What follows belongs to an exercise in optimizing a design on an open flow for small area; a production flow would make more cautious choices. Only simulation tests tie the RTL to the original design; equivalence was not proved. Power is estimated from default activity; no workload was simulated.

$ cat flow/run.sh
#!/bin/bash
# synth_recipe.tcl (not shown) runs the flow's synth.tcl, then flattens the netlist and writes it again
# the make line also repeats each setting of config.mk as NAME=value (left out here)
make -C /OpenROAD-flow-scripts/flow DESIGN_CONFIG=/design/flow/config.mk WORK_HOME=/design/flow/orfs CLKGATE_MAP_FILE= SYNTH_SCRIPT=/design/flow/synth_recipe.tcl finish
$ cat flow/config.mk
export PLATFORM = sky130hd
export DESIGN_NAME = gctr_stream
export DESIGN_NICKNAME = gctr_stream
export VERILOG_FILES = /design/flow/design.v
export SDC_FILE = /design/flow/constraint.sdc
export NUM_CORES = 4
export LEC_CHECK = 0
export CAP_MARGIN = 20
export CORE_MARGIN = 2
export CORE_UTILIZATION = 40
export SLEW_MARGIN = 20
$ cat flow/constraint.sdc
create_clock -name core_clock -period 6.0 [get_ports {clk}]
set_input_delay 1.2000 -clock core_clock [delete_from_list [all_inputs] [get_ports {clk}]]
set_output_delay 1.2000 -clock core_clock [all_outputs]
set_load 0.01 [all_outputs]
$ cat flow/design.v
package gcm_pkg;
  localparam int BLOCK_W = 128;
  typedef enum logic [1:0] {
    ST_IDLE,
    ST_RUN,
    ST_DRAIN,
    ST_FIN
  } state_e;
  function automatic logic [BLOCK_W-1:0] inc_s(
    input logic [BLOCK_W-1:0] cb,
    input int                 s
  );
    logic [BLOCK_W-1:0] m;
    if (s >= BLOCK_W) m = '1;
    else              m = (128'd1 << s) - 128'd1;
    inc_s = (cb & ~m) | ((cb + 128'd1) & m);
  endfunction
  function automatic logic [BLOCK_W-1:0] mask_tail(
    input logic [BLOCK_W-1:0] blk,
    input logic [7:0]         nbits
  );
    logic [BLOCK_W-1:0] m;
    if (nbits >= 8'd128) m = '1;
    else                 m = ~({BLOCK_W{1'b1}} >> nbits);
    mask_tail = blk & m;
  endfunction
endpackage
module gctr_fifo #(
  parameter int WIDTH = 128,
  parameter int DEPTH = 4,
  localparam int AW   = $clog2(DEPTH)
) (
  input  logic             clk,
  input  logic             rst,
  input  logic             push_i,
  input  logic [WIDTH-1:0] din_i,
  input  logic             pop_i,
  output logic [WIDTH-1:0] dout_o,
  output logic             full_o,
  output logic             empty_o,
  output logic [AW:0]      count_o
);
  logic [WIDTH-1:0] mem_q [DEPTH];
  logic [AW-1:0]    wr_q, wr_d;
  logic [AW-1:0]    rd_q, rd_d;
  logic [AW:0]      cnt_q, cnt_d;
  logic             push_ok;
  logic             pop_ok;
  assign full_o  = (cnt_q == (AW+1)'(DEPTH));
  assign empty_o = (cnt_q == '0);
  assign count_o = cnt_q;
  assign dout_o  = mem_q[rd_q];
  assign push_ok = push_i && !full_o;
  assign pop_ok  = pop_i && !empty_o;
  always_comb begin
    wr_d  = wr_q;
    rd_d  = rd_q;
    cnt_d = cnt_q;
    if (push_ok) begin
      wr_d  = wr_q + AW'(1);
      cnt_d = cnt_d + (AW+1)'(1);
    end
    if (pop_ok) begin
      rd_d  = rd_q + AW'(1);
      cnt_d = cnt_d - (AW+1)'(1);
    end
  end
  always_ff @(posedge clk or posedge rst) begin
    if (rst) begin
      wr_q  <= '0;
      rd_q  <= '0;
      cnt_q <= '0;
    end else begin
      wr_q  <= wr_d;
      rd_q  <= rd_d;
      cnt_q <= cnt_d;
    end
  end
  always_ff @(posedge clk) begin
    if (push_ok) mem_q[wr_q] <= din_i;
  end
endmodule
module gctr_stream #(
  parameter int S         = 32,
  parameter int LEN_WIDTH = 32,
  parameter int DEPTH     = 4
) (
  input  logic                 clk,
  input  logic                 rst,
  input  logic                 start,
  input  logic [127:0]         icb_in,
  input  logic [LEN_WIDTH-1:0] msg_len_bits,
  input  logic                 din_valid,
  output logic                 din_ready,
  input  logic [127:0]         din,
  output logic                 aes_req_valid,
  input  logic                 aes_req_ready,
  output logic [127:0]         aes_req_block,
  input  logic                 aes_rsp_valid,
  input  logic [127:0]         aes_rsp_block,
  output logic                 dout_valid,
  input  logic                 dout_ready,
  output logic [127:0]         dout,
  output logic                 dout_last,
  output logic [7:0]           dout_nbits,
  output logic                 busy,
  output logic                 done,
  output logic                 err
);
  localparam int BW = LEN_WIDTH - 6;
  localparam int CW = $clog2(DEPTH) + 1;
  localparam int OW = gcm_pkg::BLOCK_W + 1 + 8;
  localparam logic [CW-1:0] DEPTH_C = CW'(DEPTH);
  gcm_pkg::state_e         state_q, state_d;
  logic [127:0]   cb_q, cb_d;
  logic [BW-1:0]  nblk_q, nblk_d;
  logic [BW-1:0]  acc_q, acc_d;
  logic [BW-1:0]  rsp_q, rsp_d;
  logic [6:0]     rem_q, rem_d;
  logic           err_q, err_d;
  logic [BW-1:0]  nblk_in;
  logic           accept;
  logic           rsp_ok;
  logic           stray;
  logic           rsp_last;
  logic [7:0]     y_nbits;
  logic [127:0]   y;
  logic           opop;
  logic [127:0]   x_head;
  logic           dfull, dempty;
  logic [CW-1:0]  dcnt;
  logic [OW-1:0]  o_head;
  logic           ofull, oempty;
  logic [CW-1:0]  ocnt;
  logic [CW-1:0]  inflight;
  assign nblk_in = {1'b0, msg_len_bits[LEN_WIDTH-1:7]}
                 + {{(BW-1){1'b0}}, |msg_len_bits[6:0]};
  assign inflight      = dcnt + ocnt;
  assign aes_req_valid = din_ready && din_valid;
  assign aes_req_block = cb_q;
  assign accept        = aes_req_valid;
  assign rsp_ok   = aes_rsp_valid && !dempty;
  assign stray    = aes_rsp_valid && dempty;
  assign rsp_last = (rsp_q == nblk_q - BW'(1));
  assign y_nbits  = (rsp_last && rem_q != 7'd0) ? {1'b0, rem_q} : 8'd128;
  assign y        = gcm_pkg::mask_tail(x_head ^ aes_rsp_block, y_nbits);
  assign dout_valid = !oempty;
  assign dout       = oempty ? '0 : o_head[127:0];
  assign dout_nbits = oempty ? '0 : o_head[135:128];
  assign dout_last  = oempty ? 1'b0 : o_head[136];
  assign opop       = dout_valid && dout_ready;
  assign err        = err_q;
  gctr_fifo #(.WIDTH(gcm_pkg::BLOCK_W), .DEPTH(DEPTH)) u_dfifo (
    .clk     (clk),
    .rst     (rst),
    .push_i  (accept),
    .din_i   (din),
    .pop_i   (rsp_ok),
    .dout_o  (x_head),
    .full_o  (dfull),
    .empty_o (dempty),
    .count_o (dcnt)
  );
  gctr_fifo #(.WIDTH(OW), .DEPTH(DEPTH)) u_ofifo (
    .clk     (clk),
    .rst     (rst),
    .push_i  (rsp_ok && !ofull),
    .din_i   ({rsp_last, y_nbits, y}),
    .pop_i   (opop),
    .dout_o  (o_head),
    .full_o  (ofull),
    .empty_o (oempty),
    .count_o (ocnt)
  );
  always_ff @(posedge clk or posedge rst) begin
    if (rst) begin
      state_q <= gcm_pkg::ST_IDLE;
      cb_q    <= '0;
      nblk_q  <= '0;
      acc_q   <= '0;
      rsp_q   <= '0;
      rem_q   <= '0;
      err_q   <= 1'b0;
    end else begin
      state_q <= state_d;
      cb_q    <= cb_d;
      nblk_q  <= nblk_d;
      acc_q   <= acc_d;
      rsp_q   <= rsp_d;
      rem_q   <= rem_d;
      err_q   <= err_d;
    end
  end
  always_comb begin
    state_d = state_q;
    cb_d    = cb_q;
    nblk_d  = nblk_q;
    acc_d   = acc_q;
    rsp_d   = rsp_ok ? rsp_q + BW'(1) : rsp_q;
    rem_d   = rem_q;
    unique case (state_q)
      gcm_pkg::ST_IDLE: begin
        if (start) begin
          cb_d    = icb_in;
          nblk_d  = nblk_in;
          rem_d   = msg_len_bits[6:0];
          acc_d   = '0;
          rsp_d   = '0;
          state_d = (nblk_in == '0) ? gcm_pkg::ST_FIN : gcm_pkg::ST_RUN;
        end
      end
      gcm_pkg::ST_RUN: begin
        if (accept) begin
          cb_d  = gcm_pkg::inc_s(cb_q, S);
          acc_d = acc_q + BW'(1);
          if (acc_q == nblk_q - BW'(1)) state_d = gcm_pkg::ST_DRAIN;
        end
      end
      gcm_pkg::ST_DRAIN: begin
        if (opop && dout_last) state_d = gcm_pkg::ST_FIN;
      end
      gcm_pkg::ST_FIN: state_d = gcm_pkg::ST_IDLE;
      default: state_d = gcm_pkg::ST_IDLE;
    endcase
  end
  always_comb begin
    err_d = err_q;
    if (state_q == gcm_pkg::ST_IDLE && start) err_d = 1'b0;
    if (stray) err_d = 1'b1;
  end
  always_comb begin
    din_ready = 1'b0;
    busy      = 1'b0;
    done      = 1'b0;
    unique case (state_q)
      gcm_pkg::ST_IDLE:  ;
      gcm_pkg::ST_RUN: begin
        busy      = 1'b1;
        din_ready = aes_req_ready && (inflight < DEPTH_C) && !dfull;
      end
      gcm_pkg::ST_DRAIN: busy = 1'b1;
      gcm_pkg::ST_FIN: begin
        busy = 1'b1;
        done = 1'b1;
      end
      default: ;
    endcase
  end
endmodule
==> notes.md, run 1 <==
The die is 377 µm wide. The switching power summed over all nets is 13.6 mW. The maximum root-to-sink buffer count is 3. The row count is 136.

Of the total power, the share spent switching nets is 0.370. The relative slew slack is 0.183. Wires add up to 183000 µm. The die is 377 µm tall.

The worst endpoint data arrival time is 5610 ps. The via density per instance came out at 5.63. The critical path startpoint category is a register. The first-pass GRT wire length is 258000 µm. The number of sinks driven by the clock tree came out at 1290. The highest net fanout along the worst path came out at 27. The via total after detailed routing came out at 35300. The critical path data required time is 6450 ps. After global routing the overflow that remains totals 0.

Clock skew on the completed layout was measured at 43.7 ps. The count of cells resized by post-cts repair is 0. The via count of the first global-routing pass was 34800. Synthesis instantiated 84 different standard cells from the library.

The number of antenna violations at the first check in global routing was 61. The post-synthesis register bit count came out at 1290. The final setup violation count is 0. The setup TNS is 0 ps.

Buffers inserted to repair hold after CTS numbered 0. The DRC violation count after routing came out at 0. Dividing the final minimum period by the clock period gives 0.860.

The most used flip-flop cell after synthesis is edfxtp_1. The overall routing resource usage is 0.257. Setup repair after global routing left no endpoint under its margin.

The flow ran to the end and the layout has no timing, DRC or antenna violations. Clock-pin slew was measured on the worst setup and hold paths at 60 ps. The detail route stage leaves a number of antenna-violating nets equal to 0. The largest net degree at the start of global routing is 101.

The die covers 0.142 mm². The part of the total power dissipated in sequential elements came out at 0.363. Routability-driven placement finished with a final weighted congestion of 0.888.

The portion of total power attributed to the clock network is 0.223. The upper clock frequency limit came out at 194 MHz. The post-CTS setup repair buffer count came out at 0. The classification of the worst-slack hold path is reg -> reg. The count of final hold-check violations came out at 0. The internal portion of total power is 23.2 mW. The starting utilization of the core area came out at 0.404.

The cell count after synthesis came out at 3630. The sequential area share after synthesis came out at 0.676. The number of warning messages in the yosys log came out at 3. The final-layout fill cell count is 11600. The fraction of final layout cells with drive strength greater than 1 is 0.142. The minimum clock period is 5160 ps.

The iteration count of the initial detailed-routing pass came out at 7. The number of levels the H-tree was split into came out at 4. The quantity of I/O buffers inserted on ports came out at 693. The average size of a mapped cell came out at 15.3 µm². During I/O placement, the number of pins put on the boundary was 694.

After detailed routing, the average wire length per cell comes to 29.3 µm. The number of max-slew violations in the final report came out at 0. The post-synthesis to final-layout area growth came out at 25.1%.

The number of clock buffers added by TritonCTS is 140. The leakage dissipation came out at 23.7 nW. TritonCTS built the clock tree. In this run, the number of DRC markers left after iteration 0 of detailed routing was 3801.

The synthesized design contains 1060 enable-type register cells. The slew at the pin closest to its max-slew limit is 1220 ps. The relative contribution of combinational cells to total power is 0.415. The clock latency on the worst-skew pair came out at 780 ps. The floorplan core area is 0.138 mm².

At the end of the flow, the number of nets in the layout was 4791. For this design the ratio of total power to cell area is 529 mW/mm². Across the VDD grid, the largest voltage drop is 0.568 mV. The async set or reset register ratio after synthesis is 0.178. The total of max-cap violations is 0. The final HPWL from detailed placement came out at 135000 µm. Once placement finished, the instance area stood at 0.0652 mm². The setup path with the least slack is of type reg -> reg. The area of all placed cells without fillers came out at 0.0696 mm². Clock tree synthesis selected as its root buffer the cell clkbuf_16. STA classifies the critical path endpoint as a register. The mapped netlist covers 0.0556 mm².
-- layout by cell type, fill, tap and decap left out, drive strengths merged, types with 30 or more instances in the layout --
cell and instances:
clkinv 47, inv 44, and2 165, buf 100, nor3 67, o21ai 100
nand4 32, dfrtp 230, edfxtp 1060, xor2 70, nand3 180, xnor2 191
nand2 351, a31oi 35, and3 30, nor4 39, a21oi 142, mux4 265
clkdlybuf4s50 693, clkbuf 195, nor2 125
-- critical path, cell delays in order, from the launching register on --
cell	delay, ps
dfrtp_1	590
nor3_1	610
nand4_1	710
nor4_1	540
xor3_1	430
nand4b_1	300
or4_1	530
buf_4	300
nor3_2	600
a21oi_1	250
-- sequential cells by signal, indices dropped and copies added (netlist names), 2 cells and up --
signal / count
acc_q: 26
u_dfifo.mem_q: 512
nblk_q: 26
rsp_q: 26
u_dfifo.wr_q: 2
u_ofifo.cnt_q: 3
cb_q: 128
u_dfifo.cnt_q: 3
state_q: 2
u_ofifo.wr_q: 2
rem_q: 7
u_ofifo.rd_q: 2
u_ofifo.mem_q: 548
u_dfifo.rd_q: 2
-- routing by layer --
metal | share of wire | global-route usage | routed length (µm)
met1 | 0.42 | 0.360 | 77800
met2 | 0.45 | 0.386 | 83000
met3 | 0.094 | 0.0748 | 17300
met4 | 0.027 | 0.0813 | 5030
met5 | 0.0020 | 0 | 369
-- cell families (layout without fill, tap and decap cells) --
| family | after synthesis | in the layout | synth area share |
|---|---|---|---|
| AO/OA/AOI/OAI | 394 | 394 | 0.0436 |
| XOR/XNOR | 268 | 268 | 0.0441 |
| adder cells (fa/ha/maj) | 27 | 27 | 0.00607 |
| buffers and inverters | 264 | 1086 | 0.0190 |
| flip-flops | 1290 | 1290 | 0.676 |
| multiplexers | 284 | 284 | 0.111 |
| other | 0 | 24 | 0 |
| AND/OR/NAND/NOR | 1103 | 1103 | 0.101 |
-- power groups by stage --
stage,combinational (mW),clock (mW),sequential (mW)
after global placement,15.2,0,13.5
after detailed placement,15.2,0,13.5
after floorplan,8.28,0,13.1
after CTS,15.3,8.34,13.3
final,15.3,8.20,13.3
after global routing,16.2,8.65,13.5
-- through the flow --
step / hold slack, ps / power (mW) / util / instances / setup WS [ps]
after floorplan: 497 / 21.3 / - / 3630 / 490
after global placement: 448 / 28.6 / 0.473 / 5992 / 327
after detailed placement: 455 / 28.8 / 0.473 / 5992 / 745
after CTS: 467 / 37.0 / 0.504 / 6245 / 889
after global routing: 488 / 38.4 / 0.505 / 6262 / 506
final: 461 / 36.8 / 0.505 / 6270 / 841
-- path summary, 6_finish.rpt --
kind | start | endpoint | slack [ps] | depth (start not counted)
max | nblk_q[5] | u_ofifo.mem_q[1][123] | 840 | 9
min | cb_q[89] | cb_q[89] | 460 | 2
max reg2reg | nblk_q[5] | u_ofifo.mem_q[1][123] | 840 | 9
min reg2reg | cb_q[89] | cb_q[89] | 460 | 2
max in group asynchronous | rst | u_ofifo.rd_q[1] | 3950 | 3
min in group asynchronous | rst | cb_q[91] | 930 | 2
-- final cells by class --
cell class                      instances  area, µm²  share of cell area
Clock buffer                          195       3830              0.0551
Sequential cell                      1290      37600               0.540
Inverter                               40        155             0.00223
Tap cell                             1794       2240              0.0323
Clock inverter                         58        484             0.00696
Antenna cell                           24       60.1            0.000863
Timing Repair Buffer                  793       8110               0.117
Multi-Input combinational cell       2076      17100               0.246
-- Yosys cell counts, drive strengths merged, types with 14 or more instances --
| cell | count | area (µm²) |
|---|---|---|
| nor4 | 39 | 308 |
| or4 | 16 | 135 |
| mux4 | 265 | 5970 |
| nor3 | 67 | 340 |
| edfxtp | 1060 | 31800 |
| xnor2 | 191 | 1680 |
| o2111ai | 14 | 123 |
| and3 | 30 | 188 |
| xor2 | 70 | 613 |
| and2 | 165 | 1030 |
| nand4 | 32 | 200 |
| o22ai | 16 | 100 |
| inv | 38 | 143 |
| a21oi | 142 | 748 |
| clkbuf | 157 | 589 |
| or2 | 14 | 87.6 |
| a31oi | 35 | 219 |
| nand2b | 18 | 113 |
| nand3 | 180 | 901 |
| o21ai | 100 | 500 |
| nand2 | 351 | 1320 |
| nor2 | 125 | 469 |
| ha | 27 | 338 |
| dfrtp | 230 | 5760 |
| buf | 67 | 315 |
| or3 | 28 | 175 |
==> inputs of run 2 (changes only) <==
==> flow/design.v (replaced) <==
package gcm_pkg;
  localparam int BLOCK_W = 128;
endpackage
module gctr_stream #(
  parameter int S         = 32,
  parameter int LEN_WIDTH = 32,
  parameter int DEPTH     = 4
) (
  input  logic                 clk,
  input  logic                 rst,
  input  logic                 start,
  input  logic [127:0]         icb_in,
  input  logic [LEN_WIDTH-1:0] msg_len_bits,
  input  logic                 din_valid,
  output logic                 din_ready,
  input  logic [127:0]         din,
  output logic                 aes_req_valid,
  input  logic                 aes_req_ready,
  output logic [127:0]         aes_req_block,
  input  logic                 aes_rsp_valid,
  input  logic [127:0]         aes_rsp_block,
  output logic                 dout_valid,
  input  logic                 dout_ready,
  output logic [127:0]         dout,
  output logic                 dout_last,
  output logic [7:0]           dout_nbits,
  output logic                 busy,
  output logic                 done,
  output logic                 err
);
  localparam int BW = LEN_WIDTH - 7;    
  localparam logic [1:0] ST_IDLE  = 2'd0;
  localparam logic [1:0] ST_RUN   = 2'd1;
  localparam logic [1:0] ST_DRAIN = 2'd2;
  localparam logic [1:0] ST_FIN   = 2'd3;
  logic [1:0]    state_q;
  logic [127:0]  cb_q;
  logic [BW-1:0] left_q;       
  logic [6:0]    rem_q;
  logic          err_q;
  logic [2:0]    wp_q, sp_q, rp_q;
  logic [127:0]  mem_q [4];
  logic idle, run, drain;
  logic accept, rsp_ok, stray, opop;
  logic last_acc;
  logic full;
  logic [3:0] wsel, usel;
  assign idle  = (state_q == ST_IDLE);
  assign run   = (state_q == ST_RUN);
  assign drain = (state_q == ST_DRAIN);
  assign full          = (wp_q[1:0] == rp_q[1:0]) && (wp_q[2] != rp_q[2]);
  assign din_ready     = run && aes_req_ready && !full;
  assign aes_req_valid = din_ready && din_valid;
  assign aes_req_block = cb_q;
  assign accept        = aes_req_valid;
  assign rsp_ok = aes_rsp_valid && (sp_q != wp_q);
  assign stray  = aes_rsp_valid && (sp_q == wp_q);
  assign dout_valid = (rp_q != sp_q);
  assign opop       = dout_valid && dout_ready;
  assign dout_last  = drain && (rp_q[1:0] + 2'd1 == wp_q[1:0]);
  assign dout_nbits = (dout_last && rem_q != 7'd0) ? {1'b0, rem_q} : 8'd128;
  always_comb begin
    for (int i = 0; i < 128; i++)
      dout[127-i] = mem_q[rp_q[1:0]][127-i] &
                    !(dout_last && rem_q != 7'd0 && 7'(i) >= rem_q);
  end
  assign busy = !idle;
  assign done = (state_q == ST_FIN);
  assign err  = err_q;
  assign last_acc = (left_q[BW-1:1] == '0) && (left_q[0] == (rem_q == 7'd0));
  always_comb begin
    for (int s = 0; s < 4; s++) begin
      wsel[s] = accept && (wp_q[1:0] == 2'(s));
      usel[s] = rsp_ok && (sp_q[1:0] == 2'(s));
    end
  end
  always_ff @(posedge clk) begin
    for (int s = 0; s < 4; s++)
      mem_q[s] <= wsel[s] ? din : (mem_q[s] ^ (aes_rsp_block & {128{usel[s]}}));
  end
  always_ff @(posedge clk) begin
    if (idle) begin
      cb_q   <= icb_in;
      left_q <= msg_len_bits[LEN_WIDTH-1:7];
      rem_q  <= msg_len_bits[6:0];
    end else begin
      cb_q[31:0] <= cb_q[31:0] + {31'd0, accept};
      left_q     <= left_q - {{(BW-1){1'b0}}, accept};
    end
  end
  always_ff @(posedge clk or posedge rst) begin
    if (rst) begin
      state_q <= ST_IDLE;
      err_q   <= 1'b0;
      wp_q    <= '0;
      sp_q    <= '0;
      rp_q    <= '0;
    end else begin
      if (accept) wp_q <= wp_q + 3'd1;
      if (rsp_ok) sp_q <= sp_q + 3'd1;
      if (opop)   rp_q <= rp_q + 3'd1;
      if (stray)               err_q <= 1'b1;
      else if (idle && start)  err_q <= 1'b0;
      case (state_q)
        ST_IDLE:  if (start) state_q <= (msg_len_bits == '0) ? ST_FIN : ST_RUN;
        ST_RUN:   if (accept && last_acc) state_q <= ST_DRAIN;
        ST_DRAIN: if (opop && dout_last) state_q <= ST_FIN;
        default:  state_q <= ST_IDLE;
      endcase
    end
  end
endmodule
==> notes.md, run 2 <==
The run finished with no timing, DRC or antenna violations. The worst slack on hold paths came out at 539 ps (+77.7 ps). The post-synthesis register bit count came out at 684 (-47%).

The number of antenna violations at the first check in global routing is 22 (-64%). The post-layout total power is 27.1 mW (-26%). The distinct cell type count of the synthesized netlist came to 61 (-27%). The leakage dissipation was 16.2 nW (-32%). The worst setup margin is 617 ps (-224 ps).

The remaining number of nets flagged by the antenna check after routing is 0 (unchanged). More flip-flops sit in one register than any other, and that register is mem_q. The endpoint class of the critical path is a primary output.

The largest net degree at the start of global routing is 167 (+65%). The worst supply voltage drop on vdd was 0.904 mV (+59%). The final weighted congestion in routability-driven placement is 0.853 (-3.9%). The per-cell routed wire length is 22.3 µm (-24%). The delay contributed by the slowest stage of the critical path is 670 ps (-40 ps). The final-layout fill cell count came out at 7798 (-33%). The first-pass GRT wire length came out at 189000 µm (-27%). The setup TNS came out at 0 ps (unchanged). The violation count after the first detailed-routing iteration came out at 3009 (-21%). The number of levels the H-tree was split into was 3 (-1). The area of the multi-input gates is 0.0172 mm² (+0.88%). The DRC violation count after routing is 0 (unchanged). The worst endpoint data arrival time came to 4180 ps (-1430 ps). Counting instances in the post-synthesis netlist gives the leading cell types as 747 x a21oi_1, 686 x nor2_1, 634 x nand2_1, 569 x dfxtp_1, 523 x xor2_1. The post-synthesis to final-layout area growth came out at 31.2%. The count of final hold-check violations is 0 (unchanged). The overall routing resource usage came to 0.290 (+0.0329).

The starting utilization of the core area came out at 0.404 (+0.000855). In the layout the commonest cells are 747 x a21oi_1, 693 x clkdlybuf4s50_1, 685 x nor2_1. The async set or reset register ratio after synthesis is 0.0175 (-0.161). The floorplan core area is 0.0821 mm² (-40%). The post-CTS setup repair buffer count came out at 0 (unchanged). The tree is rooted in a clkbuf_16. The critical path startpoint category is a register. TritonCTS built the clock tree.

The clock transition at the registers of the reported paths came to 60 ps (about the same). The post-synth design cell area came out at 0.0332 mm² (-40%). The reg-to-reg setup timing slack came to 2320 ps (+1480 ps). The number of sinks driven by the clock tree came to 684 (-47%). The minimum clock period was 5380 ps (+224 ps). The fraction of final layout cells with drive strength greater than 1 is 0.0469 (-0.0948).

The largest individual stage delay along the critical path comes from the cell nor3_1. Summed over all instances, the cell type with the most area after synthesis is dfxtp_1. The number of buffers created by CTS is 79 (-44%). The die span in y was 292 µm (-22%). The die area came out at 0.0854 mm² (-40%).

The critical path data required time is 4800 ps (-1650 ps). The worst setup path is of the reg -> out kind. The horizontal extent of the die is 292 µm (-22%). Yosys attributes the largest share of cell area to dfxtp_1 34%, xor2_1 14%, a21oi_1 11%, edfxtp_1 9.3%, nor2_1 7.8%. The via density per instance is 5.32 (-5.5%). The most repeated cell in the gate-level netlist after synthesis is a21oi_1. The number of buffers inserted by hold repair at cts is 0 (unchanged). The period utilization is 0.897 (+0.0373). The sequential area share after synthesis is 0.445 (-0.230). The relative slew slack is 0.288 (+0.104). The highest net fanout along the worst path came out at 14 (-48%). The average size of a mapped cell is 8.16 µm² (-47%). The count of cells resized by post-cts repair is 0 (unchanged). The slew at the pin closest to its max-slew limit is 1060 ps (-154 ps). The min-delay analysis places its worst path in the category reg -> reg. The worst setup skew after layout came out at 27.6 ps (-16.1 ps).

The final HPWL from detailed placement came out at 85900 µm (-36%). The cell count after synthesis came to 4070 (+12%). The buffer and inverter count on the worst path came out at 4 (+3). The pre-CTS worst setup slack was 1280 ps (+539 ps). The via total after detailed routing came out at 30600 (-13%). The flip-flop count of the largest register, all copies and words added is 512 (-6.6%). The I/O pin count is 694 (unchanged).

The maximum root-to-sink buffer count is 3 (unchanged). The clock latency on the worst-skew pair came out at 630 ps (-150 ps). The number of enable flip-flop cells after synthesis came to 103 (-90%). The remaining global-route overflow is 0 (unchanged). Leaving out fill and tap cells, the most frequent cell in the layout is a21oi_1. Walking the worst path, the cells encountered are inv_1 > ha_4 > xnor2_1 > nand3_1 > buf_4 > inv_1 > nand3_1 > nor3_1 > a211oi_1 > clkdlybuf4s50_1.

Setup repair after global routing left no endpoint under its margin. The detailed-route wire length is 128000 µm (-30%). The row count is 105 (-23%).

The final setup violation count came to 0 (unchanged). The upper clock frequency limit is 186 MHz (-4.2%). In the final layout, the registers with the most flip-flops are mem_q x512, cb_q x128, left_q x25. The number of warning messages in the yosys log was 2 (-1). The iteration count of the initial detailed-routing pass is 10 (+3). The final layout net count is 5046 (+5.3%). The power per standard cell area came out at 623 mW/mm² (+18%).

The via count of the first global-routing pass is 29000 (-17%). The fraction of post-synthesis cell area in the top cell type by area is 0.343 (-0.229). The area of all sequential standard cells is 0.0148 mm² (-61%).

The quantity of I/O buffers inserted on ports was 693 (unchanged). The family with the most delay on the worst path is buffers and inverters. The top flip-flop cell by instance count after synthesis is dfxtp_1.

The total of max-cap violations was 0 (unchanged). The number of max-slew violations in the final report is 0 (unchanged).
## run 2: cell count changes after synthesis, moves of 265 or more
| cell | previous run | this run |
|---|---|---|
| nor2_1 | 125 | 686 |
| nand2_1 | 351 | 634 |
| xor2_1 | 70 | 523 |
| mux4_2 | 265 | 0 |
| edfxtp_1 | 1060 | 103 |
| a21oi_1 | 132 | 747 |
| dfxtp_1 | 0 | 569 |
## run 2: power by group
part	total (mW)	switching (mW)	internal, mW	leakage [nW]
Clock	4.85	2.04	2.82	1.27
Combinational	13.5	7.40	6.06	8.99
Sequential	8.82	1.62	7.20	5.93
Total	27.1	11.1	16.1	16.2
## run 2: per-layer routing
metal  vias to the layer above  global-route usage  wire, µm
met4                        20              0.0832      3350
met5                         -                   0       127
met3                       194              0.0706     11800
met1                     14300               0.383     53700
met2                      1247               0.468     59100
li1                      14800                   -         -
## run 2: cell type report
class,instances,area share
Multi-Input combinational cell,3062,0.396
Sequential cell,684,0.339
Timing Repair Buffer,746,0.172
Clock buffer,128,0.0547
Tap cell,1070,0.0307
Clock inverter,19,0.00468
Inverter,30,0.00264
Antenna cell,11,0.000632
## run 2: final timing paths
path | from | endpoint | cells past startpoint
setup / recovery | rp_q[0] | dout[93] | 10
hold / removal | sp_q[2] | sp_q[2] | 1
setup reg to reg | state_q[1] | left_q[20] | 11
hold reg to reg | sp_q[2] | sp_q[2] | 1
max in group asynchronous | rst | sp_q[0] | 2
min in group asynchronous | rst | state_q[1] | 2
## run 2: cell families after synthesis
kind of cell,Yosys count,share of synthesized area
compound gates,987,0.172
xor+xnor,581,0.153
fa+ha+maj,20,0.00753
buf+inv,324,0.0410
flops,684,0.445
mux,8,0.00260
simple gates,1466,0.178
## run 2: metrics by stage
| stage | std cells | utilization | area (µm²) |
|---|---|---|---|
| final | 5750 | 0.531 | 43600 |
| after floorplan | 4070 | - | 33200 |
| after CTS | 5739 | 0.530 | 43600 |
| after detailed placement | 5592 | 0.499 | 41000 |
| after global routing | 5747 | 0.531 | 43600 |
| after global placement | 5592 | 0.499 | 41000 |
==> inputs of run 3 (changes only) <==
--- a/flow/design.v
+++ b/flow/design.v
@@ -59,10 +59,28 @@
   assign opop       = dout_valid && dout_ready;
   assign dout_last  = drain && (rp_q[1:0] + 2'd1 == wp_q[1:0]);
   assign dout_nbits = (dout_last && rem_q != 7'd0) ? {1'b0, rem_q} : 8'd128;
+  logic        cut;
+  logic [15:0] gt_h, eq_h;
+  logic [7:0]  ge_l;
+  assign cut = dout_last && rem_q != 7'd0;
+  logic [3:0]  rsel;
   always_comb begin
-    for (int i = 0; i < 128; i++)
-      dout[127-i] = mem_q[rp_q[1:0]][127-i] &
-                    !(dout_last && rem_q != 7'd0 && 7'(i) >= rem_q);
+    for (int h = 0; h < 16; h++) begin
+      gt_h[h] = cut && (4'(h) > rem_q[6:3]);
+      eq_h[h] = cut && (4'(h) == rem_q[6:3]);
+    end
+    for (int l = 0; l < 8; l++) ge_l[l] = (3'(l) >= rem_q[2:0]);
+    for (int s = 0; s < 4; s++) rsel[s] = (rp_q[1:0] == 2'(s));
+  end
+  for (genvar i = 0; i < 128; i++) begin : g_out
+    gctr_out_bit u_out (
+      .q_i   ({mem_q[3][127-i], mem_q[2][127-i], mem_q[1][127-i], mem_q[0][127-i]}),
+      .seln_i(~rsel),
+      .gt_i  (gt_h[i/8]),
+      .eq_i  (eq_h[i/8]),
+      .ge_i  (ge_l[i%8]),
+      .d_o   (dout[127-i])
+    );
   end
   assign busy = !idle;
   assign done = (state_q == ST_FIN);
@@ -74,9 +92,22 @@
       usel[s] = rsp_ok && (sp_q[1:0] == 2'(s));
     end
   end
+  logic [127:0] mem_d [4];
+  for (genvar s = 0; s < 4; s++) begin : g_slot
+    for (genvar b = 0; b < 128; b++) begin : g_bit
+      gctr_slot_bit u_bit (
+        .q_i (mem_q[s][b]),
+        .d_i (din[b]),
+        .k_i (aes_rsp_block[b]),
+        .w_i (wsel[s]),
+        .wn_i(!wsel[s]),
+        .u_i (usel[s]),
+        .q_o (mem_d[s][b])
+      );
+    end
+  end
   always_ff @(posedge clk) begin
-    for (int s = 0; s < 4; s++)
-      mem_q[s] <= wsel[s] ? din : (mem_q[s] ^ (aes_rsp_block & {128{usel[s]}}));
+    for (int s = 0; s < 4; s++) mem_q[s] <= mem_d[s];
   end
   always_ff @(posedge clk) begin
     if (idle) begin
@@ -110,3 +141,24 @@
     end
   end
 endmodule
+module gctr_slot_bit (
+  input  logic q_i,
+  input  logic d_i,
+  input  logic k_i,
+  input  logic w_i,
+  input  logic wn_i,
+  input  logic u_i,
+  output logic q_o
+);
+  assign q_o = !((w_i & d_i) | (wn_i & !(q_i ^ (k_i & u_i))));
+endmodule
+module gctr_out_bit (
+  input  logic [3:0] q_i,
+  input  logic [3:0] seln_i,
+  input  logic       gt_i,
+  input  logic       eq_i,
+  input  logic       ge_i,
+  output logic       d_o
+);
+  assign d_o = !(&(q_i | seln_i)) & !(gt_i || (eq_i && ge_i));
+endmodule
==> flow/flow/run.sh (new file) <==
#!/bin/bash
# Own layout flow: the standard layout (standard.sh) with these changes,
# which only affect how the layout is made:
#  - ABC maps the combinational logic with an area-oriented script
#    (area.abc) instead of the speed script;
#  - every port still gets a buffer, but the smallest one (buf_1).
# Each tool's full output is in orfs/logs/; make's output is in flow_make.log.
set -euo pipefail
W=$(pwd)
F=$W/flow
{
  cat <<EOT
proc abc {args} {
  set i [lsearch -exact \$args -script]
  if {\$i >= 0} { set args [lreplace \$args [expr {\$i + 1}] [expr {\$i + 1}] $F/area.abc] }
  yosys abc {*}\$args
}
EOT
  sed '/^source .*synth\.tcl$/a read_verilog -overwrite '"$F"'/cells.v' "$W/synth_recipe.tcl"
} > "$W/flow_synth.tcl"
grep -q "read_verilog -overwrite $F/cells.v" "$W/flow_synth.tcl"
bash "$W/standard.sh" "SYNTH_SCRIPT=$W/flow_synth.tcl" \
  "BUFFER_PORTS_ARGS=-buffer_cell sky130_fd_sc_hd__buf_1" finish \
  > "$W/flow_make.log" 2>&1
==> flow/flow/area.abc (new file) <==
strash
dc2
dc2
&get -n
&st
&dch -f
&nf -a -R 2000 -F 10 -A 10
&put
topo
stime -c
==> flow/flow/cells.v (new file) <==
// Hand-mapped versions of the two per-bit modules of gctr_stream.
// Each computes exactly the function of the RTL module of the same name.

// q_o = w ? !d : q ^ (k & u), with wn = !w.
module gctr_slot_bit (
  input  q_i,
  input  d_i,
  input  k_i,
  input  w_i,
  input  wn_i,
  input  u_i,
  output q_o
);
  wire t, x;
  sky130_fd_sc_hd__nand2_1  g_t (.A(k_i), .B(u_i), .Y(t));
  sky130_fd_sc_hd__xor2_1   g_x (.A(q_i), .B(t), .X(x));
  sky130_fd_sc_hd__a22oi_1  g_q (.A1(w_i), .A2(d_i), .B1(wn_i), .B2(x), .Y(q_o));
endmodule

// d_o = |(~q & ~seln) & !(gt | (eq & ge)).
module gctr_out_bit (
  input  [3:0] q_i,
  input  [3:0] seln_i,
  input        gt_i,
  input        eq_i,
  input        ge_i,
  output       d_o
);
  wire t1, t2, n;
  sky130_fd_sc_hd__o22ai_1  g_t1 (.A1(seln_i[0]), .A2(q_i[0]), .B1(seln_i[1]), .B2(q_i[1]), .Y(t1));
  sky130_fd_sc_hd__o22ai_1  g_t2 (.A1(seln_i[2]), .A2(q_i[2]), .B1(seln_i[3]), .B2(q_i[3]), .Y(t2));
  sky130_fd_sc_hd__nor2_1   g_n  (.A(t1), .B(t2), .Y(n));
  sky130_fd_sc_hd__a211oi_1 g_d  (.A1(eq_i), .A2(ge_i), .B1(gt_i), .C1(n), .Y(d_o));
endmodule
==> flow/standard.sh (new file) <==
#!/bin/bash
# synth_recipe.tcl (not shown) runs the flow's synth.tcl, then flattens the netlist and writes it again
# the make line also repeats each setting of config.mk as NAME=value (left out here)
make -C /OpenROAD-flow-scripts/flow DESIGN_CONFIG=/design/flow/config.mk WORK_HOME=/design/flow/orfs CLKGATE_MAP_FILE= SYNTH_SCRIPT=/design/flow/synth_recipe.tcl "${@:-finish}"
--- a/flow/config.mk
+++ b/flow/config.mk
@@ -8,4 +8,8 @@
 export CAP_MARGIN = 20
 export CORE_MARGIN = 2
 export CORE_UTILIZATION = 40
+export CTS_BUF_LIST = sky130_fd_sc_hd__clkbuf_8
+export CTS_CLUSTER_DIAMETER = 50
+export CTS_CLUSTER_SIZE = 20
 export SLEW_MARGIN = 20
+export SYNTH_HIERARCHICAL = 1
removed: flow/run.sh
==> notes.md, run 3 <==
STA classifies the critical path startpoint as a register. The starting utilization of the core area is 0.403 (-0.00112). The portion of total power attributed to the clock network came out at 0.168 (-0.011). The critical path data required time is 4800 ps (about the same).

The final HPWL from detailed placement is 82500 µm (-4.0%). The overall routing resource usage came out at 0.315 (+0.0253). The worst setup path is of the reg -> out kind. The number of levels the H-tree was split into came out at 3 (unchanged). The pre-CTS worst setup slack is 1070 ps (-211 ps). The clock latency on the worst-skew pair was 690 ps (+60 ps). The number of warning messages in the yosys log is 10 (+8). The worst hold path belongs to the class in -> async. The quantity of I/O buffers inserted on ports came out at 693 (unchanged). The leakage dissipation is 14.0 nW (-14%). The worst endpoint data arrival time was 4380 ps (+200 ps). The maximum root-to-sink buffer count was 3 (unchanged). The clock transition at the registers of the reported paths came out at 70 ps (about the same). TritonCTS built the clock tree.

The logic depth of the worst register-to-register path came out at 20 (+9). The number of max-slew violations in the final report is 0 (unchanged). The proportion of total power due to net switching is 0.439 (+0.0312).

The number of sinks driven by the clock tree came out at 684 (unchanged). The post-CTS setup repair buffer count is 0 (unchanged). In this run the clock root is driven by a clkbuf_8.

The slew at the pin closest to its max-slew limit came out at 1160 ps (+103 ps). The count of final hold-check violations came out at 0 (unchanged). The die span in y came to 280 µm (-4.1%). The iteration count of the initial detailed-routing pass came to 6 (-4). The number of antenna violations at the first check in global routing is 36 (+64%). The post-layout total power is 23.7 mW (-13%). The top cell types in the final layout, fill and taps aside, are 693 x buf_1, 583 x nand2_1, 569 x dfxtp_1. The via count of the first global-routing pass is 28000 (-3.5%). The number of placed instances with taps included is 4892 (-13%). The number of buffers created by CTS is 86 (+8.9%). The setup TNS came out at 0 ps (unchanged). The run finished with no timing, DRC or antenna violations. The I/O pin count was 694 (unchanged).

The period utilization came out at 0.931 (+0.0336). The detailed-route wire length came to 130000 µm (+1.4%). The relative contribution of combinational cells to total power came out at 0.457 (-0.039).

Setup repair after global routing left no endpoint under its margin. In the final layout, the registers with the most flip-flops are mem_q x512, cb_q x128, left_q x25. The DRC violation count after routing was 0 (unchanged). The horizontal extent of the die came out at 280 µm (-4.1%). The post-synth design cell area came out at 0.0305 mm² (-8.1%). The final layout net count is 4446 (-12%). The worst slack on hold paths is 424 ps (-115 ps). The die area is 0.0786 mm² (-8.0%). The part of the total power dissipated in sequential elements came out at 0.375 (+0.050). The violation count after the first detailed-routing iteration is 3485 (+16%). The total of max-cap violations is 0 (unchanged). The number of buffers inserted by hold repair at cts came out at 0 (unchanged). The worst setup skew after layout came out at 35.6 ps (+8.04 ps). The upper clock frequency limit is 179 MHz (-3.6%). The endpoint class of the critical path is a primary output. The row count is 101 (-3.8%). The power per standard cell area is 637 mW/mm² (+2.3%).

The worst supply voltage drop on vdd came out at 0.462 mV (-49%). The switching power summed over all nets was 10.4 mW (-6.0%). Relative to the synthesized area, the layout overhead comes to 21.8%.

The highest net fanout along the worst path is 12 (-2). The flip-flop count of the largest register, all copies and words added is 512 (unchanged). The remaining global-route overflow is 0 (unchanged). The fraction of final layout cells with drive strength greater than 1 is 0.0579 (+0.0110). The final weighted congestion in routability-driven placement came out at 0.952 (+12%). The via total after detailed routing came out at 29900 (-2.2%).

Ranked by flip-flop count, first place goes to mem_q. The via density per instance came out at 5.90 (+11%). The largest net degree at the start of global routing is 83 (-50%). The per-cell routed wire length is 25.6 µm (+15%).

The commonest non-fill, non-tap cell in the layout is buf_1. The count of cells resized by post-cts repair is 0 (unchanged). The final setup violation count is 0 (unchanged). The minimum clock period is 5580 ps (+202 ps). The number of cells in the finished layout apart from fillers is 5071 (-12%). The first-pass GRT wire length came out at 187000 µm (-1.2%).

The relative slew slack came to 0.221 (-0.0671). The internal portion of total power was 13.3 mW (-17%). The cell count after synthesis was 3144 (-23%).

The remaining number of nets flagged by the antenna check after routing is 0 (unchanged). The worst setup margin came to 416 ps (-202 ps). The floorplan core area came out at 0.0757 mm² (-7.8%).

The average size of a mapped cell is 9.71 µm² (+19%).
-- run 3: path summary, 6_finish.rpt --
| check | from | to | slack (ps) |
|---|---|---|---|
| max | rp_q[0] | dout[70] | 420 |
| min | rst | err_q | 420 |
| max reg2reg | rp_q[0] | cb_q[31] | 1510 |
| min reg2reg | left_q[24] | left_q[24] | 480 |
| max in group asynchronous | rst | rp_q[1] | 5320 |
| min in group core_clock | left_q[24] | left_q[24] | 480 |
-- run 3: critical path: stages, from the launching register on --
cell and delay, ps:
dfrtp_1 480, clkinv_1 140, ha_1 340, xnor2_1 140
and3_1 160, buf_4 170, nand2_1 70, buf_4 180
or2_0 200, buf_4 180, clkinv_1 350, nand2_1 180
nor2_1 700, a211oi_1 160, buf_1 240
-- run 3: stage by stage --
| stage | cell area [µm²] | utilization |
|---|---|---|
| 3_5_place_dp | 35200 | 0.464 |
| 3_3_place_gp | 35100 | 0.464 |
| 2_1_floorplan | 30600 | - |
| 4_1_cts | 37100 | 0.491 |
| 6_report | 37200 | 0.491 |
| 5_1_grt | 37200 | 0.491 |
-- run 3: area by class of cell --
class | count | area (µm²)
diodes | 18 | 45.0
clock buffers | 94 | 1290
repair buffers | 748 | 3130
well taps | 978 | 1220
flip-flops and latches | 684 | 14800
inverters | 30 | 148
fillers | 7384 | 38500
clock inverters | 67 | 694
multi-input cells | 2452 | 15900
-- run 3: routing by layer --
layer / up-vias / GRT usage / routed length [µm]
met2: 1736 / 0.450 / 54600
met4: 30 / 0.126 / 5030
met1: 14400 / 0.450 / 55700
met3: 264 / 0.0809 / 14200
met5: - / 0 / 178
li1: 13400 / - / -
-- run 3: power by group through the flow --
stage	Combinational (mW)	Sequential, mW	Clock [mW]
after detailed placement	10.7	8.90	0
final	10.8	8.89	3.99
after global placement	10.5	8.90	0
after global routing	11.7	9.13	4.20
after CTS	10.7	8.84	4.04
after floorplan	6.92	8.78	0
==> inputs of run 4 (changes only) <==
--- a/flow/design.v
+++ b/flow/design.v
@@ -73,14 +73,39 @@
     for (int s = 0; s < 4; s++) rsel[s] = (rp_q[1:0] == 2'(s));
   end
   for (genvar i = 0; i < 128; i++) begin : g_out
-    gctr_out_bit u_out (
-      .q_i   ({mem_q[3][127-i], mem_q[2][127-i], mem_q[1][127-i], mem_q[0][127-i]}),
-      .seln_i(~rsel),
-      .gt_i  (gt_h[i/8]),
-      .eq_i  (eq_h[i/8]),
-      .ge_i  (ge_l[i%8]),
-      .d_o   (dout[127-i])
-    );
+    if (i / 8 != 0 && i % 8 != 7) begin : g_full
+      gctr_out_bit u_out (
+        .q_i   ({mem_q[3][127-i], mem_q[2][127-i], mem_q[1][127-i], mem_q[0][127-i]}),
+        .seln_i(~rsel),
+        .gt_i  (gt_h[i/8]),
+        .eq_i  (eq_h[i/8]),
+        .ge_i  (ge_l[i%8]),
+        .d_o   (dout[127-i])
+      );
+    end else if (i / 8 != 0) begin : g_ge
+      gctr_out_bit_ge u_out (
+        .q_i   ({mem_q[3][127-i], mem_q[2][127-i], mem_q[1][127-i], mem_q[0][127-i]}),
+        .seln_i(~rsel),
+        .gt_i  (gt_h[i/8]),
+        .eq_i  (eq_h[i/8]),
+        .d_o   (dout[127-i])
+      );
+    end else if (i % 8 != 7) begin : g_gt
+      gctr_out_bit_gt u_out (
+        .q_i   ({mem_q[3][127-i], mem_q[2][127-i], mem_q[1][127-i], mem_q[0][127-i]}),
+        .seln_i(~rsel),
+        .eq_i  (eq_h[i/8]),
+        .ge_i  (ge_l[i%8]),
+        .d_o   (dout[127-i])
+      );
+    end else begin : g_eq
+      gctr_out_bit_eq u_out (
+        .q_i   ({mem_q[3][127-i], mem_q[2][127-i], mem_q[1][127-i], mem_q[0][127-i]}),
+        .seln_i(~rsel),
+        .eq_i  (eq_h[i/8]),
+        .d_o   (dout[127-i])
+      );
+    end
   end
   assign busy = !idle;
   assign done = (state_q == ST_FIN);
@@ -162,3 +187,29 @@
 );
   assign d_o = !(&(q_i | seln_i)) & !(gt_i || (eq_i && ge_i));
 endmodule
+module gctr_out_bit_ge (
+  input  logic [3:0] q_i,
+  input  logic [3:0] seln_i,
+  input  logic       gt_i,
+  input  logic       eq_i,
+  output logic       d_o
+);
+  assign d_o = !(&(q_i | seln_i)) & !(gt_i || eq_i);
+endmodule
+module gctr_out_bit_gt (
+  input  logic [3:0] q_i,
+  input  logic [3:0] seln_i,
+  input  logic       eq_i,
+  input  logic       ge_i,
+  output logic       d_o
+);
+  assign d_o = !(&(q_i | seln_i)) & !(eq_i && ge_i);
+endmodule
+module gctr_out_bit_eq (
+  input  logic [3:0] q_i,
+  input  logic [3:0] seln_i,
+  input  logic       eq_i,
+  output logic       d_o
+);
+  assign d_o = !(&(q_i | seln_i)) & !eq_i;
+endmodule
--- a/flow/flow/run.sh
+++ b/flow/flow/run.sh
@@ -3,7 +3,9 @@
 # which only affect how the layout is made:
 #  - ABC maps the combinational logic with an area-oriented script
 #    (area.abc) instead of the speed script;
-#  - every port still gets a buffer, but the smallest one (buf_1).
+#  - every port still gets a buffer, but the smallest one (buf_1);
+#  - clock-tree synthesis uses clkbuf_16 only, larger sink clusters, and
+#    no dummy loads.
 # Each tool's full output is in orfs/logs/; make's output is in flow_make.log.
 set -euo pipefail
 W=$(pwd)
@@ -20,5 +22,7 @@
 } > "$W/flow_synth.tcl"
 grep -q "read_verilog -overwrite $F/cells.v" "$W/flow_synth.tcl"
 bash "$W/standard.sh" "SYNTH_SCRIPT=$W/flow_synth.tcl" \
-  "BUFFER_PORTS_ARGS=-buffer_cell sky130_fd_sc_hd__buf_1" finish \
+  "BUFFER_PORTS_ARGS=-buffer_cell sky130_fd_sc_hd__buf_1" \
+  "CTS_ARGS=-sink_clustering_enable -repair_clock_nets -dont_use_dummy_load -sink_clustering_size 25 -sink_clustering_max_diameter 80 -buf_list sky130_fd_sc_hd__clkbuf_16" \
+  finish \
   > "$W/flow_make.log" 2>&1
--- a/flow/flow/cells.v
+++ b/flow/flow/cells.v
@@ -32,3 +32,47 @@
   sky130_fd_sc_hd__nor2_1   g_n  (.A(t1), .B(t2), .Y(n));
   sky130_fd_sc_hd__a211oi_1 g_d  (.A1(eq_i), .A2(ge_i), .B1(gt_i), .C1(n), .Y(d_o));
 endmodule
+
+// gctr_out_bit with ge_i = 1: d_o = |(~q & ~seln) & !(gt | eq).
+module gctr_out_bit_ge (
+  input  [3:0] q_i,
+  input  [3:0] seln_i,
+  input        gt_i,
+  input        eq_i,
+  output       d_o
+);
+  wire t1, t2, n;
+  sky130_fd_sc_hd__o22ai_1  g_t1 (.A1(seln_i[0]), .A2(q_i[0]), .B1(seln_i[1]), .B2(q_i[1]), .Y(t1));
+  sky130_fd_sc_hd__o22ai_1  g_t2 (.A1(seln_i[2]), .A2(q_i[2]), .B1(seln_i[3]), .B2(q_i[3]), .Y(t2));
+  sky130_fd_sc_hd__nor2_1   g_n  (.A(t1), .B(t2), .Y(n));
+  sky130_fd_sc_hd__nor3_1   g_d  (.A(gt_i), .B(eq_i), .C(n), .Y(d_o));
+endmodule
+
+// gctr_out_bit with gt_i = 0: d_o = |(~q & ~seln) & !(eq & ge).
+module gctr_out_bit_gt (
+  input  [3:0] q_i,
+  input  [3:0] seln_i,
+  input        eq_i,
+  input        ge_i,
+  output       d_o
+);
+  wire t1, t2, n;
+  sky130_fd_sc_hd__o22ai_1  g_t1 (.A1(seln_i[0]), .A2(q_i[0]), .B1(seln_i[1]), .B2(q_i[1]), .Y(t1));
+  sky130_fd_sc_hd__o22ai_1  g_t2 (.A1(seln_i[2]), .A2(q_i[2]), .B1(seln_i[3]), .B2(q_i[3]), .Y(t2));
+  sky130_fd_sc_hd__nor2_1   g_n  (.A(t1), .B(t2), .Y(n));
+  sky130_fd_sc_hd__a21oi_1  g_d  (.A1(eq_i), .A2(ge_i), .B1(n), .Y(d_o));
+endmodule
+
+// gctr_out_bit with gt_i = 0 and ge_i = 1: d_o = |(~q & ~seln) & !eq.
+module gctr_out_bit_eq (
+  input  [3:0] q_i,
+  input  [3:0] seln_i,
+  input        eq_i,
+  output       d_o
+);
+  wire t1, t2, n;
+  sky130_fd_sc_hd__o22ai_1  g_t1 (.A1(seln_i[0]), .A2(q_i[0]), .B1(seln_i[1]), .B2(q_i[1]), .Y(t1));
+  sky130_fd_sc_hd__o22ai_1  g_t2 (.A1(seln_i[2]), .A2(q_i[2]), .B1(seln_i[3]), .B2(q_i[3]), .Y(t2));
+  sky130_fd_sc_hd__nor2_1   g_n  (.A(t1), .B(t2), .Y(n));
+  sky130_fd_sc_hd__nor2_1   g_d  (.A(eq_i), .B(n), .Y(d_o));
+endmodule
==> flow/config.mk (replaced) <==
export PLATFORM = sky130hd
export DESIGN_NAME = gctr_stream
export DESIGN_NICKNAME = gctr_stream
export VERILOG_FILES = /design/flow/design.v
export SDC_FILE = /design/flow/constraint.sdc
export NUM_CORES = 4
export LEC_CHECK = 0
export CAP_MARGIN = 10
export CORE_MARGIN = 2
export CORE_UTILIZATION = 40
export SLEW_MARGIN = 10
export SYNTH_HIERARCHICAL = 1
==> notes.md, run 4 <==
The run finished with no timing, DRC or antenna violations. The die span in y came to 280 µm (-0.19%). The number of buffers created by CTS was 39 (-55%). The DRC violation count after routing came out at 0 (unchanged). In the final layout, the registers with the most flip-flops are mem_q x512, cb_q x128, left_q x25. The number of max-slew violations in the final report is 0 (unchanged). The worst setup path is captured at a primary output. The pre-CTS worst setup slack came out at 913 ps (-159 ps). Traced cell by cell, the critical path runs through clkinv_1 > ha_1 > xor2_1 > nor2_1 > and3_1 > nand2b_1 > clkinv_1 > nand2_1 > nor2_1 > a211oi_1 > buf_1. The post-layout total power came out at 22.3 mW (-5.7%).

The quantity of I/O buffers inserted on ports is 693 (unchanged). The delay contributed by the slowest stage of the critical path is 710 ps (about the same). The remaining number of nets flagged by the antenna check after routing is 0 (unchanged). The type of the worst setup path is reg -> out. The clock latency on the worst-skew pair is 590 ps (-100 ps). The leakage dissipation is 13.4 nW (-4.0%). The number of levels the H-tree was split into came out at 2 (-1). The area of all placed cells without fillers came to 0.0359 mm² (-3.5%). The flip-flop count of the largest register, all copies and words added is 512 (unchanged). The critical path data required time is 4800 ps (about the same). The end point of the worst hold path is left_q[23]. The floorplan core area is 0.0756 mm² (-0.17%). The post-synthesis to final-layout area growth came out at 18.0%.

The final HPWL from detailed placement came out at 77500 µm (-6.0%). The slew at the pin closest to its max-slew limit came out at 1220 ps (+53.7 ps). The start of the worst register-to-register path is state_q[1]. The maximum root-to-sink buffer count is 3 (unchanged). The number of buffers inserted by hold repair at cts came out at 0 (unchanged). The period utilization is 0.913 (-0.0172). The average size of a mapped cell is 9.68 µm² (-0.36%). The reg-to-reg setup timing slack came out at 1420 ps (-90 ps). The power per standard cell area came out at 622 mW/mm² (-2.3%). The critical path startpoint category is a register. The worst endpoint data arrival time is 4280 ps (-100 ps). The number of sinks driven by the clock tree came out at 684 (unchanged).

The horizontal extent of the die came out at 280 µm (-0.19%). The number of cells in the finished layout apart from fillers was 4931 (-2.8%). The via count of the first global-routing pass is 27700 (-1.1%). The largest net degree at the start of global routing is 94 (+13%). The per-cell routed wire length came out at 25.1 µm (-2.0%). The number of cells on the worst hold path came out at 2. The upper clock frequency limit is 182 MHz (+1.9%). The first-pass GRT wire length was 181000 µm (-3.0%). The highest net fanout along the worst path came out at 10 (-2). The post-placement cell area is 0.0349 mm² (-0.84%). The detailed-route wire length is 124000 µm (-4.7%). The post-CTS setup repair buffer count came out at 0 (unchanged).

The total of max-cap violations is 0 (unchanged). The final-layout fill cell count is 7397 (+0.18%). The violation count after the first detailed-routing iteration came to 2736 (-21%). The starting utilization of the core area came to 0.402 (-0.000915). The via total after detailed routing came out at 29000 (-3.0%). The remaining global-route overflow is 0 (unchanged). The logic depth of the worst register-to-register path came out at 21 (+5.0%). TritonCTS built the clock tree. The fraction of final layout cells with drive strength greater than 1 is 0.0305 (-0.0274). The minimum clock period is 5480 ps (-103 ps). Setup repair after global routing left no endpoint under its margin. The post-synth design cell area is 0.0304 mm² (-0.39%).

The library cells used most frequently in the layout, excluding fill and tap cells, are 693 x buf_1, 588 x nand2_1, 569 x dfxtp_1. The library cell used most frequently in the layout, excluding fill and tap cells, is buf_1. The via density per instance is 5.88 (-0.25%).

The I/O pin count came to 694 (unchanged). The overall routing resource usage is 0.302 (-0.0131). The worst setup skew after layout was 45.2 ps (+9.56 ps). The final weighted congestion in routability-driven placement was 0.868 (-8.8%). More flip-flops sit in one register than any other, and that register is mem_q. The number of placed instances with taps included came to 4868 (-0.49%). The endpoint identified for the worst register-to-register timing path is cb_q[31]. The iteration count of the initial detailed-routing pass is 6 (unchanged). The cell count after synthesis was 3143 (-0.032%). The clock transition at the registers of the reported paths came out at 80 ps (about the same). The relative slew slack came out at 0.184 (-0.0367). For this design, the slowest cell found on the critical path is nor2_1. The startpoint identified for the worst hold timing path is left_q[23]. The count of cells resized by post-cts repair was 0 (unchanged). The root buffer selected by CTS is clkbuf_16. The number of warning messages in the yosys log came out at 10 (unchanged).

The final setup violation count was 0 (unchanged). The final layout net count is 4374 (-1.6%). The row count came out at 101 (unchanged).

The die area came to 0.0783 mm² (-0.39%). The worst setup margin is 519 ps (+103 ps). The worst hold path belongs to the class reg -> reg. The worst supply voltage drop on vdd was 0.344 mV (-26%). The number of antenna violations at the first check in global routing is 35 (-2.8%).

The count of final hold-check violations is 0 (unchanged).
-- run 4: layer usage --
metal | GRT usage | up-vias | routed length, µm
met2 | 0.468 | 1444 | 55300
met5 | 0 | - | 192
met4 | 0.118 | 28 | 4610
met1 | 0.413 | 14000 | 52400
met3 | 0.0602 | 254 | 11100
li1 | - | 13200 | -
-- run 4: critical path, delay by kind of cell, from the launching register on --
| kind | cells | cell delay, ps |
|---|---|---|
| flops | 1 | 490 |
| fa+ha+maj | 1 | 360 |
| compound gates | 1 | 200 |
| xor+xnor | 1 | 170 |
| simple gates | 5 | 1790 |
| buf+inv | 3 | 680 |
-- run 4: cell type report --
cell class	count	area [µm²]	area share
Clock buffer	39	976	0.0272
Sequential cell	684	14800	0.412
Multi-Input combinational cell	2429	15600	0.436
Antenna cell	24	60.1	0.00167
Tap cell	978	1220	0.0341
Timing Repair Buffer	747	3060	0.0852
Inverter	30	153	0.00425
-- run 4: power breakdown --
group	total (mW)	internal [mW]	switching [mW]
sequential	8.89	7.21	1.68
combinational	10.7	4.15	6.58
clock	2.72	1.16	1.56
total	22.3	12.5	9.82
-- run 4: worst max-delay path by stage --
| stage | start | endpoint | slack [ps] |
|---|---|---|---|
| 3_5_place_dp | aes_req_ready | cb_q[31] | 910 |
| 6_report | rp_q[0] | dout[79] | 520 |
| 2_1_floorplan | aes_req_ready | mem_q[2][0] | -1330 |
| 5_1_grt | rp_q[0] | dout[115] | 230 |
| 4_1_cts | rp_q[0] | dout[119] | 480 |
| 3_3_place_gp | aes_req_ready | cb_q[31] | 1060 |
-- run 4: per-stage QoR --
step | setup TNS, ps | hold WS (ps) | utilization
floorplan | -510380 | 451 | -
global placement | 0 | 466 | 0.461
detailed placement | 0 | 475 | 0.461
CTS | 0 | 486 | 0.474
global route | 0 | 497 | 0.475
finish | 0 | 486 | 0.475
==> inputs of run 5 (changes only) <==
--- a/flow/flow/run.sh
+++ b/flow/flow/run.sh
@@ -4,7 +4,7 @@
 #  - ABC maps the combinational logic with an area-oriented script
 #    (area.abc) instead of the speed script;
 #  - every port still gets a buffer, but the smallest one (buf_1);
-#  - clock-tree synthesis uses clkbuf_16 only, larger sink clusters, and
+#  - clock-tree synthesis uses clkbuf_8 only, 16-sink clusters, and
 #    no dummy loads.
 # Each tool's full output is in orfs/logs/; make's output is in flow_make.log.
 set -euo pipefail
@@ -23,6 +23,6 @@
 grep -q "read_verilog -overwrite $F/cells.v" "$W/flow_synth.tcl"
 bash "$W/standard.sh" "SYNTH_SCRIPT=$W/flow_synth.tcl" \
   "BUFFER_PORTS_ARGS=-buffer_cell sky130_fd_sc_hd__buf_1" \
-  "CTS_ARGS=-sink_clustering_enable -repair_clock_nets -dont_use_dummy_load -sink_clustering_size 25 -sink_clustering_max_diameter 80 -buf_list sky130_fd_sc_hd__clkbuf_16" \
+  "CTS_ARGS=-sink_clustering_enable -repair_clock_nets -dont_use_dummy_load -sink_clustering_size 16 -sink_clustering_max_diameter 60 -buf_list sky130_fd_sc_hd__clkbuf_8" \
   finish \
   > "$W/flow_make.log" 2>&1
==> notes.md, run 5 <==
The critical path data required time is 4800 ps (about the same). The via count of the first global-routing pass came out at 27800 (+0.27%). The worst supply voltage drop on vdd is 0.345 mV (about the same). The final layout net count is 4393 (+0.43%). The I/O pin count is 694 (unchanged). The die span in y is 280 µm (unchanged). STA classifies the critical path endpoint as a primary output. The worst setup skew after layout came to 65.5 ps (+20.3 ps). The largest registers in the layout are mem_q x512, cb_q x128, left_q x25. The cell count after synthesis came out at 3143 (unchanged). The via total after detailed routing came out at 29200 (+0.51%). Compared with the post-synthesis result, the final layout area differs by 17.5%.

The remaining number of nets flagged by the antenna check after routing is 0 (unchanged). The power per standard cell area came out at 617 mW/mm² (-0.88%). The floorplan core area is 0.0756 mm² (unchanged). The largest net degree at the start of global routing came to 94 (unchanged). The post-synth design cell area is 0.0304 mm² (unchanged). The final core utilization came out at 0.473 (-0.00228). mem_q holds more flip-flops than any other register. The flow ran to the end and the layout has no timing, DRC or antenna violations. The flip-flop count of the largest register, all copies and words added came out at 512 (unchanged). The remaining global-route overflow came to 0 (unchanged).

The count of cells resized by post-cts repair is 0 (unchanged). The worst endpoint data arrival time is 4360 ps (+80 ps). The number of sinks driven by the clock tree is 684 (unchanged). The overall routing resource usage came out at 0.303 (+0.00103). The quantity of I/O buffers inserted on ports came out at 693 (unchanged). The slew at the pin closest to its max-slew limit is 1260 ps (+39.7 ps).

The count of final hold-check violations is 0 (unchanged). The clock latency on the worst-skew pair came out at 750 ps (+160 ps). The iteration count of the initial detailed-routing pass is 8 (+2). The post-placement cell area is 0.0349 mm² (unchanged). The commonest non-fill, non-tap cell in the layout is buf_1. The area of all placed cells without fillers came out at 0.0357 mm² (-0.48%). The fraction of final layout cells with drive strength greater than 1 came out at 0.0352 (+0.00467). The final setup violation count came out at 0 (unchanged).

The total of max-cap violations is 0 (unchanged). The leakage dissipation is 13.4 nW (-0.47%). The worst setup path is launched from a register. The final-layout fill cell count is 7406 (+0.12%). The post-layout total power was 22.0 mW (-1.4%). The per-cell routed wire length was 25.0 µm (-0.21%).

The cell sitting at the root of the clock tree is a clkbuf_8. The starting utilization of the core area is 0.402 (unchanged). The number of buffers created by CTS came to 58 (+49%). The first-pass GRT wire length came to 181000 µm (+0.26%). The maximum root-to-sink buffer count came out at 3 (unchanged). The upper clock frequency limit is 180 MHz (-1.4%). The minimum clock period is 5560 ps (+79.4 ps).

The period utilization is 0.927 (+0.0132). The highest net fanout along the worst path was 10 (unchanged). The DRC violation count after routing is 0 (unchanged). The final HPWL from detailed placement is 77500 µm (unchanged). The number of levels the H-tree was split into came out at 2 (unchanged). The number of warning messages in the yosys log is 10 (unchanged).

The violation count after the first detailed-routing iteration is 2803 (+2.4%). Leaving out fill and tap cells, the most frequent cells in the layout are 693 x buf_1, 588 x nand2_1, 569 x dfxtp_1. The die area was 0.0783 mm² (unchanged). The relative slew slack is 0.157 (-0.0266). The via density per instance is 5.89 (about the same). The critical path in this run is classified as reg -> out.

The number of buffers inserted by hold repair at cts is 0 (unchanged). The worst hold path belongs to the class in -> async. The horizontal extent of the die was 280 µm (unchanged). The number of max-slew violations in the final report is 0 (unchanged).

The number of antenna violations at the first check in global routing came to 36 (+2.9%). The row count is 101 (unchanged). The detailed-route wire length came out at 124000 µm (+0.21%). The average size of a mapped cell is 9.68 µm² (unchanged). Setup repair after global routing left no endpoint under its margin.

The TritonCTS clock tree is yes. The clock transition at the registers of the reported paths came out at 100 ps (+20 ps). The post-CTS setup repair buffer count came out at 0 (unchanged).

The final weighted congestion in routability-driven placement came to 0.868 (unchanged).
## run 5: through the flow
step	TNS, ps	hold slack [ps]	std cells	worst slack [ps]
after floorplan	-510380	451	3143	-1330
after global placement	0	466	4868	1060
after detailed placement	0	475	4868	913
after CTS	0	366	4926	351
after global routing	0	415	4945	112
final	0	422	4952	440
## run 5: cell type report
cell class                 count  area (µm²)  share of cell area
clock buffer                  58         798              0.0223
multi-input combinational   2429       15600               0.438
antenna                       26        65.1             0.00182
tap                          978        1220              0.0343
sequential                   684       14800               0.414
inverter                      30         153             0.00427
timing repair buffer         747        3060              0.0856
## run 5: path summary, 6_finish.rpt
kind / from / endpoint / slack [ps] / cells after the start
max: rp_q[0] / dout[79] / 440 / 11
min: rst / wp_q[1] / 420 / 2
max reg2reg: state_q[1] / cb_q[31] / 1450 / 21
min reg2reg: left_q[23] / left_q[23] / 490 / 2
max in group asynchronous: rst / sp_q[0] / 5310 / 2
min in group core_clock: left_q[23] / left_q[23] / 490 / 2
## run 5: worst max-delay path, cell delays in order (launching register included)
cell,delay (ps)
dfrtp_1,500
clkinv_1,150
ha_1,340
xor2_1,170
nor2_1,230
and3_1,340
nand2b_1,280
clkinv_1,330
nand2_1,230
nor2_1,700
a211oi_1,200
buf_1,180
## run 5: per-layer routing
metal	vias up	track usage	routed length, µm
met5	-	0	195
met4	28	0.124	4480
met3	253	0.0608	11500
met2	1444	0.467	55300
met1	14100	0.414	52300
li1	13300	-	-
## run 5: report_power, final
part	internal, mW	leakage, nW	switching, mW	total (mW)
Clock	0.859	0.417	1.56	2.42
Combinational	4.15	7.00	6.58	10.7
Sequential	7.21	5.94	1.68	8.89

afterwards: timing with drivers on the ports:
No port has a modelled driver above. Below, the same layouts with a new extraction and two added sets of constraints.
Step 1 sets driving cells, clkbuf_16 on the clock port and buf_2 on the other inputs (assumed; they add their load-dependent delay and slew).
Step 2 also shifts input and output timing later by t, the mid clock arrival at the registers, as if the neighbouring blocks saw the same clock.
a / b / c = ideal ports / drivers / drivers and shift; a / b = the first two.
run	shift t [ns]	setup WS [ns]	worst hold slack (ns)	worst register clock-pin slew, ns	pins driven straight from the clock port
run 1	0.839	0.841 / 0.841 / 0.746	0.461 / 0.461 / 0.461	0.07 / 0.07	1
run 2	0.683	0.617 / 0.555 / 1.238	0.539 / 0.539 / 0.539	0.07 / 0.07	1
run 3	0.746	0.416 / 0.353 / 0.942	0.424 / 0.381 / 0.477	0.11 / 0.11	1
run 4	0.651	0.519 / 0.449 / 0.810	0.486 / 0.486 / 0.486	0.10 / 0.10	1
run 5	0.754	0.440 / 0.374 / 0.829	0.422 / 0.415 / 0.486	0.11 / 0.11	1
After both steps setup and hold are still met in every run listed. The setup slack of run 1, which loses most, moves by 0.000 ns with the drivers and by -0.095 ns with both steps.
